This is an optimization exercise on Yosys and OpenROAD, whose aim is small area, a short achievable clock period and few clock cycles per item, not a production implementation. Only simulation tests tie the RTL to the original design; equivalence was not proved.

## flow/design.v (module list and top-level ports; edited modules follow where they fit)
// module fxp_mul: 1439 lines
// module taylor_cos: 70 lines
module taylor_cos
(
   input  logic         clock,
   input  logic         reset,
   input  logic         start,
   input  logic [W-1:0] angle_in,
   output logic         ready_out,
   output logic [W-1:0] cos_out
);
  // ...
==> flow/run.sh <==
#!/bin/bash
# synth_recipe.tcl (not shown) runs the flow's synth.tcl, then flattens the netlist and writes it again
# the make line also repeats each setting of config.mk as NAME=value (left out here)
make -C /OpenROAD-flow-scripts/flow DESIGN_CONFIG=/design/flow/config.mk WORK_HOME=/design/flow/orfs CLKGATE_MAP_FILE= SYNTH_SCRIPT=/design/flow/synth_recipe.tcl finish
==> flow/config.mk <==
export PLATFORM = sky130hd
export DESIGN_NAME = taylor_cos
export DESIGN_NICKNAME = taylor_cos
export VERILOG_FILES = /design/flow/design.v
export SDC_FILE = /design/flow/constraint.sdc
export NUM_CORES = 4
export LEC_CHECK = 0
export ABC_AREA = 1
export CAP_MARGIN = 20
export CORE_MARGIN = 2
export CORE_UTILIZATION = 65
export SLEW_MARGIN = 20
==> flow/constraint.sdc <==
create_clock -name core_clock -period 12.0 [get_ports {clock}]
set_input_delay 2.4000 -clock core_clock [delete_from_list [all_inputs] [get_ports {clock}]]
set_output_delay 2.4000 -clock core_clock [all_outputs]
set_load 0.01 [all_outputs]
==> summary.md, run 1 <==
| Metric | Value |
|---|---|
| Count of multi-input combinational gates | 1,802 |
| Clock skew after layout | 0.0107 ns |
| Class of the most critical hold timing path | reg2reg |
| Fraction of area in registers | 8.05% |
| Clock slew at the register clock pins of the worst setup and hold paths | 0.08 ns |
| Endpoint class of the critical path | flip-flop |
| Count of inserted antenna diode cells | 1 |
| Post-route met1 wirelength | 25,300 µm |
| Mux contribution to synthesized area | 0% |
| Fraction of area in multi-input gates | 75.1% |
| Number of cells in the design after placement | 2,851 |
| Std-Cell Core Area | 0.0296 mm² |
| Fmax | 110 MHz |
| Number of H-tree branching levels | 2 |
| Quantity of gates resized following cts | 0 |
| Area of combinational cells with multiple inputs | 0.0152 mm² |
| Maximum cell stage delay along the critical path | 1.13 ns |
| CTS max path bufs | 2 |
| Max Slew Vio Count | 0 |
| Setup repair after global routing missed its margin | false |
| Share of final-layout standard cells stronger than drive strength 1 | 4.69% |
| Synthesized instance count | 2,534 |
| Largest family of logic cells by synthesized area | adder cells |
| Xor-xnor portion of the synthesized cell area | 14.2% |
| Number of rows in the core area | 63 |
| Number of top-level pins | 52 |
| Most numerous cell on the critical path | sky130_fd_sc_hd__fa_1 |
| Post-place setup slack | 3.38 ns |
| Capture point of the worst path | b_q[16]$_DFFE_PP_ |
| Outcome | finished clean |
| Transition time at the pin with the least slew margin | 1.21 ns |
| Commonest register cell after synthesis | sky130_fd_sc_hd__edfxtp_1 |
Testbench counts, summed over its fixed seeds: cycles 3,072, items 512.
==> run 2, diff against run 1 <==
--- a/flow/config.mk
+++ b/flow/config.mk
@@ -9,4 +9,4 @@
 export CAP_MARGIN = 20
 export CORE_MARGIN = 2
-export CORE_UTILIZATION = 65
+export CORE_UTILIZATION = 40
 export SLEW_MARGIN = 20
==> run 2 against run 1 <==
Largest cell class unchanged. Routed wire length grew 4.1%. Area after synthesis is the same. Die area grew 61%. Setup slack gained 1.1 ns. Non-clock buffer count grew 8. Critical path depth grew 1. Cell area grew 1.6%. First-iteration DRC count shrank 16%. Hold slack gained 0.0010 ns.
==> summary.md, run 2 <==
| Metric | Value |
|---|---|
| Final wirelength | 73,600 µm (was 70,700 µm) |
| Number of top-level pins | 52 (unchanged) |
| Post-route fraction of the period consumed by the critical path | 66.4% (was 75.4%) |
| Outcome | finished clean (unchanged) |
| Commonest cells after routing, fill and taps aside | sky130_fd_sc_hd__inv_1, sky130_fd_sc_hd__o22ai_1, sky130_fd_sc_hd__xor2_1, sky130_fd_sc_hd__fa_1, sky130_fd_sc_hd__nand2_1 (unchanged) |
| Final-report setup violation count | 0 (unchanged) |
| Sequential element share of the synthesized area | 8.40% (unchanged) |
| Synth warn | 1 (unchanged) |
| Data arrival, critical path | 8.03 ns (was 9.06 ns) |
| Final hold slack | 0.415 ns (was 0.414 ns) |
| Synthesized instance count | 2,534 (unchanged) |
| Most numerous cell on the critical path | sky130_fd_sc_hd__inv_1 (was sky130_fd_sc_hd__fa_1) |
| Final weighted congestion in routability-driven placement | 0.978 (was 1.01) |
| Area of combinational cells with multiple inputs | 0.0152 mm² (about the same) |
| Detailed-route via count | 18,300 (was 18,664) |
| Class of the most critical hold timing path | reg2reg (unchanged) |
| Setup repair after global routing missed its margin | false (unchanged) |
| Levels on crit path | 26 (was 25) |
| Placed instance area | 0.0205 mm² (was 0.0201 mm²) |
| Headroom to the max-slew limit | 23.3% (was 19.3%) |
| Most common library cells after synthesis | sky130_fd_sc_hd__inv_1, sky130_fd_sc_hd__o22ai_1, sky130_fd_sc_hd__xor2_1 (unchanged) |
| Family with the most delay on the worst path | adder cells (unchanged) |
| Gr usage total | 29.4% (was 46.1%) |
| Die X-Extent | 224 µm (was 177 µm) |
| Post-route met1 wirelength | 29,800 µm (was 25,300 µm) |
| Std-Cell Core Area | 0.0478 mm² (was 0.0296 mm²) |
| Cell type with the highest aggregate area in the netlist | sky130_fd_sc_hd__fa_1 (unchanged) |
| Total negative slack | 0 ns (unchanged) |
| Met2 routed wirelength | 32,900 µm (was 30,400 µm) |
| Slowest CP cell | sky130_fd_sc_hd__clkinv_1 (was sky130_fd_sc_hd__edfxtp_1) |
| Max capacitance violation total | 0 (unchanged) |
| Clock tree from TritonCTS | done (unchanged) |
| Maximum number of pins on one net before global-route repair | 38 (unchanged) |
| Number of hold violations in the final report | 0 (unchanged) |
| Number of synthesized register bits | 56 (unchanged) |
| Number of H-tree branching levels | 2 (unchanged) |
| Post-route core utilization | 43.1% (was 68.6%) |
| Count of flip-flops with a built-in enable after synthesis | 48 (unchanged) |
| Initial standard-cell utilization of the core | 40.6% (was 65.7%) |
| Clock skew after layout | 0.0203 ns (was 0.0107 ns) |
| Net count of the mapped netlist | 2,943 (unchanged) |
| Crit path max fanout | 24 (was 18) |
| Most common cell after layout, fill and taps aside | sky130_fd_sc_hd__inv_1 (unchanged) |
| Number of buffer and inverter instances along the worst setup path | 9 (was 5) |
| Die Footprint | 0.0503 mm² (was 0.0313 mm²) |
| Async SR Flop Fraction | 10.7% (unchanged) |
| Via density per instance | 5.91 (was 6.52) |
| Worst Setup Start Kind | flip-flop (unchanged) |
| Overflow left after global routing | 0 (unchanged) |
| Largest registers | a_q (25), b_q (25), step_q (5) (unchanged) |
| Hold Path Depth | 0 (unchanged) |
| Required time at the endpoint of the critical path | 12.05 ns (was 12.01 ns) |
| Cell with the most instances after synthesis | sky130_fd_sc_hd__inv_1 (unchanged) |
| Post-Syn Area | 0.0194 mm² (unchanged) |
| Share of final-layout standard cells stronger than drive strength 1 | 5.08% (was 4.69%) |
| Design area | 0.0206 mm² (was 0.0203 mm²) |
| Clk Latency, worst-skew pair | 0.33 ns (was 0.31 ns) |
| TritonCTS buffer count | 5 (unchanged) |
| Top routing layer in use | met4 (unchanged) |
| Buffers inserted by post-CTS timing repair | 0 (unchanged) |
| Commonest register cell after synthesis | sky130_fd_sc_hd__edfxtp_1 (unchanged) |
| Maximum cell stage delay along the critical path | 0.85 ns (was 1.13 ns) |
| Top-area cell type share of the netlist area | 27.7% (unchanged) |
| Leading cell types by total area after synthesis | sky130_fd_sc_hd__fa_1, sky130_fd_sc_hd__xor2_1, sky130_fd_sc_hd__o22ai_1 (unchanged) |
| Met3 Wirelength | 7170 µm (was 9730 µm) |
| Number of sinks on the clock net | 56 (unchanged) |
| FF/Latch Area | 0.00163 mm² (unchanged) |
| Classification of the worst setup path | reg2reg (unchanged) |
| Global-route wire length before repair | 112,000 µm (was 108,000 µm) |
| Fmax | 125 MHz (was 110 MHz) |
| Count of inserted antenna diode cells | 0 (was 1) |
| Number of nets in the final layout | 2,887 (was 2,879) |
| Max Slew Vio Count | 0 (unchanged) |
| Distinct cells, synth | 49 (unchanged) |
| Shortest clock period the worst path allows after layout | 7.97 ns (was 9.05 ns) |
| Residual antenna-violating net count after detailed routing | 0 (unchanged) |
| Post-CTS Hold Fix Bufs | 0 (unchanged) |
| Initial drt markers | 2,055 (was 2,433) |
| Iteration count of the initial detailed-routing pass | 6 (was 7) |
| Routed wire length per instance | 23.8 µm (was 24.7 µm) |
| Endpoint class of the critical path | flip-flop (unchanged) |
| CTS max path bufs | 2 (unchanged) |
| Port Buf Inserts | 51 (unchanged) |
| Fill count | 4,936 (was 2,591) |
| Root buffer cell | sky130_fd_sc_hd__clkbuf_16 (unchanged) |
| Cell count of the worst reg-to-reg path | 26 (was 25) |
| Initial antenna violation count | 0 (was 1) |
| Number of global-route vias before repair | 18,656 (was 18,731) |
| Average footprint of a synthesized cell | 7.66 µm² (unchanged) |
| Clock slew at the register clock pins of the worst setup and hold paths | 0.08 ns (about the same) |
| Die Y | 224 µm (was 177 µm) |
| Residual DRC count | 0 (unchanged) |
| Number of rows in the core area | 80 (was 63) |
| Synth-to-layout area growth | 6.12% (was 4.43%) |
| Quantity of gates resized following cts | 0 (unchanged) |
| DP HPWL | 53,700 µm (was 52,800 µm) |
| Transition time at the pin with the least slew margin | 1.15 ns (was 1.21 ns) |
==> run 2: cell counts after synthesis <==
Identical to the previous run, type by type.
==> run 2: routing by layer <==
| metal | up-vias | global-route usage, % |
|---|---|---|
| met1 | 8919 | 39.5 |
| li1 | 8046 | - |
| met4 | 0 | 13.5 |
| met3 | 222 | 4.76 |
| met2 | 1113 | 46.6 |
| met5 | - | 0 |
==> run 2: worst paths after layout <==
path,from,endpoint,slack [ns]
min in group asynchronous,reset,ready_q$_DFFE_PP0P_,2.29
min reg2reg,step_q[2]$_DFF_PP0_,step_q[3]$_DFF_PP0_,0.42
max,b_q[17]$_DFFE_PP_,b_q[19]$_DFFE_PP_,4.03
max in group asynchronous,reset,step_q[0]$_DFF_PP0_,9.52
min,step_q[2]$_DFF_PP0_,step_q[3]$_DFF_PP0_,0.42
max reg2reg,b_q[17]$_DFFE_PP_,b_q[19]$_DFFE_PP_,4.03
==> run 2: metrics by stage <==
step | setup slack, ns | std cells
final | 4.03 | 3094
after floorplan | 5.49 | 2534
after detailed placement | 4.26 | 3086
after global routing | 3.61 | 3094
after global placement | 4.29 | 3086
after CTS | 4.22 | 3094
==> run 2: cell type report <==
| type | count | share of cell area, % |
|---|---|---|
| clock buffers | 5 | 0.607 |
| clock inverters | 3 | 0.109 |
| inverters | 509 | 9.28 |
| multi-input cells | 1802 | 73.9 |
| flip-flops and latches | 56 | 7.92 |
| well taps | 615 | 3.73 |
| repair buffers | 104 | 4.41 |
==> run 2: cells by family after synthesis <==
family | count (synthesis) | share of synthesized area (%)
simple gates | 565 | 12.7
flops | 56 | 8.40
xor+xnor | 315 | 14.2
buf+inv | 676 | 13.2
fa+ha+maj | 382 | 35.0
compound gates | 540 | 16.5
==> run 2: worst reg2reg max path, stage by stage (launching register included) <==
cell and delay (ns):
sky130_fd_sc_hd__edfxtp_1 0.33, sky130_fd_sc_hd__buf_4 0.37, sky130_fd_sc_hd__clkinv_1 0.88, sky130_fd_sc_hd__o21ai_1 0.39, sky130_fd_sc_hd__buf_4 0.40, sky130_fd_sc_hd__o22ai_1 0.15, sky130_fd_sc_hd__xor2_1 0.19, sky130_fd_sc_hd__fa_1 0.57
sky130_fd_sc_hd__inv_1 0.05, sky130_fd_sc_hd__fa_1 0.50, sky130_fd_sc_hd__inv_1 0.05, sky130_fd_sc_hd__fa_1 0.36, sky130_fd_sc_hd__inv_1 0.10, sky130_fd_sc_hd__fa_1 0.43, sky130_fd_sc_hd__fa_1 0.48, sky130_fd_sc_hd__ha_1 0.40
sky130_fd_sc_hd__nand2_1 0.15, sky130_fd_sc_hd__nor2_1 0.17, sky130_fd_sc_hd__inv_1 0.07, sky130_fd_sc_hd__nor2_1 0.15, sky130_fd_sc_hd__inv_1 0.06, sky130_fd_sc_hd__nor4_1 0.42, sky130_fd_sc_hd__nand3_1 0.18, sky130_fd_sc_hd__o2111ai_1 0.17
sky130_fd_sc_hd__xor2_1 0.22, sky130_fd_sc_hd__inv_1 0.07, sky130_fd_sc_hd__o21ai_0 0.41
==> run 3, diff against run 2 <==
--- a/flow/config.mk
+++ b/flow/config.mk
@@ -10,3 +10,4 @@
 export CORE_MARGIN = 2
 export CORE_UTILIZATION = 40
+export SETUP_SLACK_MARGIN = 5
 export SLEW_MARGIN = 20
==> run 3 against run 2 <==
Sequential share of layout area is 0.20 points lower. Final cell count is 0.71% higher. Register-to-register slack better by 1.2 ns. Global-route usage is 0.099 points higher. Non-clock buffer count is 22 higher. Fmax is 17% higher. Critical path depth is 2 higher. Synthesized cell count stayed put. Core utilization is 1.1 points higher. Routed wire length is 0.59% higher.
==> summary.md, run 3 <==
| Metric | Value |
|---|---|
| Post-place setup slack | 4.26 ns (unchanged) |
| Endpoint class of the critical path | flip-flop (unchanged) |
| Synth warn | 1 (unchanged) |
| Transition time at the pin with the least slew margin | 1.04 ns (was 1.15 ns) |
| Count of flip-flops with a built-in enable after synthesis | 48 (unchanged) |
| Data arrival, critical path | 6.93 ns (was 8.03 ns) |
| Mux contribution to synthesized area | 0% (unchanged) |
| Initial drt markers | 1,985 (was 2,055) |
| Initial standard-cell utilization of the core | 40.6% (unchanged) |
| Die Y | 224 µm (unchanged) |
| Commonest cells after routing, fill and taps aside | sky130_fd_sc_hd__inv_1, sky130_fd_sc_hd__o22ai_1, sky130_fd_sc_hd__xor2_1, sky130_fd_sc_hd__fa_1, sky130_fd_sc_hd__nand2_1 (unchanged) |
| Max Slew Vio Count | 0 (unchanged) |
| Post-route core utilization | 44.2% (was 43.1%) |
| Number of H-tree branching levels | 2 (unchanged) |
| Fill count | 4,892 (was 4,936) |
| Classification of the worst setup path | reg2reg (unchanged) |
| Maximum number of pins on one net before global-route repair | 38 (unchanged) |
| Area of combinational cells with multiple inputs | 0.0155 mm² (was 0.0152 mm²) |
| Iteration count of the initial detailed-routing pass | 6 (unchanged) |
| Share of final-layout standard cells stronger than drive strength 1 | 7.52% (was 5.08%) |
| Top-area cell type share of the netlist area | 27.7% (unchanged) |
| Number of global-route vias before repair | 18,677 (was 18,656) |
| Most common library cells after synthesis | sky130_fd_sc_hd__inv_1, sky130_fd_sc_hd__o22ai_1, sky130_fd_sc_hd__xor2_1 (unchanged) |
| Port Buf Inserts | 51 (unchanged) |
| Setup repair after global routing missed its margin | true (was false) |
| Global-route wire length before repair | 113,000 µm (was 112,000 µm) |
| Clk Latency, worst-skew pair | 0.32 ns (was 0.33 ns) |
| Gr usage total | 29.5% (was 29.4%) |
| Number of nets in the final layout | 2,909 (was 2,887) |
| Largest family of logic cells by synthesized area | adder cells (unchanged) |
| Cell type with the highest aggregate area in the netlist | sky130_fd_sc_hd__fa_1 (unchanged) |
| Required time at the endpoint of the critical path | 12.13 ns (was 12.05 ns) |
| Number of synthesized register bits | 56 (unchanged) |
| Clock skew after layout | 0.0206 ns (was 0.0203 ns) |
| Final-report setup violation count | 0 (unchanged) |
| Final hold slack | 0.418 ns (was 0.415 ns) |
| Fmax | 147 MHz (was 125 MHz) |
| Via density per instance | 5.92 (was 5.91) |
| Residual DRC count | 0 (unchanged) |
| Crit path max fanout | 19 (was 24) |
| Final wirelength | 74,000 µm (was 73,600 µm) |
| Clock slew at the register clock pins of the worst setup and hold paths | 0.09 ns (was 0.08 ns) |
| Most numerous cell on the critical path | sky130_fd_sc_hd__fa_1 (was sky130_fd_sc_hd__inv_1) |
| Post-Synth Adder-Cell Area | 35.0% (unchanged) |
| Number of rows in the core area | 80 (unchanged) |
| Distinct cells, synth | 49 (unchanged) |
| FF/Latch Area | 0.00163 mm² (unchanged) |
| Async SR Flop Fraction | 10.7% (unchanged) |
| Number of top-level pins | 52 (unchanged) |
| Simple-Gate Fraction of Synth Area | 12.7% (unchanged) |
| Post-CTS Hold Fix Bufs | 0 (unchanged) |
| Clock tree from TritonCTS | done (unchanged) |
| TritonCTS buffer count | 5 (unchanged) |
| Sequential element share of the synthesized area | 8.40% (unchanged) |
| Std-Cell Core Area | 0.0478 mm² (unchanged) |
| Largest registers | a_q (25), b_q (25), step_q (5) (unchanged) |
| Class of the most critical hold timing path | reg2reg (unchanged) |
| Post-route fraction of the period consumed by the critical path | 56.7% (was 66.4%) |
| Residual antenna-violating net count after detailed routing | 0 (unchanged) |
| Cell with the most instances after synthesis | sky130_fd_sc_hd__inv_1 (unchanged) |
| Die Footprint | 0.0503 mm² (unchanged) |
| Xor-xnor portion of the synthesized cell area | 14.2% (unchanged) |
| Detailed-route via count | 18,455 (was 18,300) |
| Final weighted congestion in routability-driven placement | 0.978 (unchanged) |
| Slowest CP cell | sky130_fd_sc_hd__fa_1 (was sky130_fd_sc_hd__clkinv_1) |
| Most common cell after layout, fill and taps aside | sky130_fd_sc_hd__inv_1 (unchanged) |
| Routed wire length per instance | 23.8 µm (about the same) |
| DP HPWL | 53,700 µm (unchanged) |
| Synth-to-layout area growth | 8.87% (was 6.12%) |
| Maximum cell stage delay along the critical path | 0.49 ns (was 0.85 ns) |
| Number of sinks on the clock net | 56 (unchanged) |
| CTS max path bufs | 2 (unchanged) |
| Outcome | finished clean (unchanged) |
| Number of hold violations in the final report | 0 (unchanged) |
| Commonest register cell after synthesis | sky130_fd_sc_hd__edfxtp_1 (unchanged) |
| Root buffer cell | sky130_fd_sc_hd__clkbuf_16 (unchanged) |
| Count of inserted antenna diode cells | 0 (unchanged) |
| Setup slack after layout | 5.20 ns (was 4.03 ns) |
| Overflow left after global routing | 0 (unchanged) |
| Initial antenna violation count | 0 (unchanged) |
| Worst Setup Start Kind | flip-flop (unchanged) |
| Net count of the mapped netlist | 2,943 (unchanged) |
| Average footprint of a synthesized cell | 7.66 µm² (unchanged) |
| Headroom to the max-slew limit | 30.6% (was 23.3%) |
| Die X-Extent | 224 µm (unchanged) |
| Total negative slack | 0 ns (unchanged) |
| Max capacitance violation total | 0 (unchanged) |
| Fraction of the mapped netlist area in compound gates | 16.5% (unchanged) |
| Shortest clock period the worst path allows after layout | 6.80 ns (was 7.97 ns) |
| Synthesized instance count | 2,534 (unchanged) |
| Post-Syn Area | 0.0194 mm² (unchanged) |
| Leading cell types by total area after synthesis | sky130_fd_sc_hd__fa_1, sky130_fd_sc_hd__xor2_1, sky130_fd_sc_hd__o22ai_1 (unchanged) |
==> run 3: cell types whose count changed in the layout (fill, tap and decap cells not counted), sizes merged <==
cell / before / now
clkinvlp: 1 / 7
inv: 501 / 498
clkinv: 10 / 7
buf: 53 / 75
==> run 3: timing repair <==
action,4_1_cts,5_1_grt
pin swaps,1,5
resized for setup,40,55
setup endpoints to repair,48,41
setup buffers,6,16
==> run 3: cells by family after synthesis <==
| kind of cell | after synthesis |
|---|---|
| buf+inv | 676 |
| simple gates | 565 |
| compound gates | 540 |
| fa+ha+maj | 382 |
| xor+xnor | 315 |
| flops | 56 |
==> run 3: worst paths after layout <==
| path | slack (ns) | from | cells after the start | to |
|---|---|---|---|---|
| max | 5.20 | b_q[3]$_DFFE_PP_ | 28 | a_q[18]$_DFFE_PP_ |
| min | 0.42 | step_q[2]$_DFF_PP0_ | 0 | step_q[3]$_DFF_PP0_ |
| max reg2reg | 5.20 | b_q[3]$_DFFE_PP_ | 28 | a_q[18]$_DFFE_PP_ |
| min reg2reg | 0.42 | step_q[2]$_DFF_PP0_ | 0 | step_q[3]$_DFF_PP0_ |
| max in group asynchronous | 9.52 | reset | 2 | step_q[0]$_DFF_PP0_ |
| min in group asynchronous | 2.30 | reset | 2 | step_q[4]$_DFF_PP0_ |
==> run 3: final cells by class <==
type | count | area share (%)
clock buffer | 5 | 0.592
clock inverter | 3 | 0.107
inverter | 509 | 9.32
multi-input combinational | 1802 | 73.1
sequential | 56 | 7.72
tap | 615 | 3.64
timing repair buffer | 126 | 5.52
==> run 3: metal layers <==
layer | wire length, µm | part of all wire (%) | vias to the layer above | track usage [%]
met5 | 0 | 0 | - | 0
met4 | 3640 | 4.9 | 0 | 12.8
met3 | 7750 | 10 | 217 | 4.82
met2 | 33300 | 45 | 1159 | 47.0
met1 | 29400 | 40 | 8985 | 39.6
li1 | - | - | 8094 | -
==> run 3: metrics by stage <==
step / cell area [µm²] / std cells
finish: 21100 / 3116
floorplan: 19400 / 2534
global placement: 20500 / 3086
global route: 21100 / 3116
CTS: 20800 / 3100
detailed placement: 20500 / 3086
==> run 3: critical path, delay by kind of cell (launching register included) <==
family | cells | cell delay [ns]
adder cells (fa/ha/maj) | 7 | 2.91
AO/OA/AOI/OAI | 7 | 1.14
AND/OR/NAND/NOR | 6 | 0.98
buffers and inverters | 6 | 0.85
flip-flops | 1 | 0.37
XOR/XNOR | 2 | 0.36

[afterwards: timing with drivers on the ports]
How much do the figures lean on ideal ports? The routed layouts below were timed once more, with nothing changed but the port constraints.
Step 1 (the two cells are an assumption about what drives the block):
set clk [get_ports {clock}]
set_driving_cell -lib_cell sky130_fd_sc_hd__clkbuf_16 $clk
set_driving_cell -lib_cell sky130_fd_sc_hd__buf_2 [delete_from_list [all_inputs] $clk]
Step 2 times the ports against the registers' clock, not the clock port: input delays grow and output delays shrink by t, the midpoint of the rising clock arrivals with the driver on.
Three values: ideal, step 1, step 2; two values: the first two.
run | shift t [ns] | setup slack, ns | hold WS [ns] | worst setup path after step 2
run 1 | 0.342 | 2.950 / 2.950 / 2.950 | 0.414 / 0.414 / 0.414 | register to register
run 2 | 0.354 | 4.027 / 4.027 / 4.027 | 0.415 / 0.415 / 0.415 | register to register
run 3 | 0.350 | 5.200 / 5.200 / 5.200 | 0.418 / 0.418 / 0.418 | register to register
After both steps setup and hold are still met in every run listed.
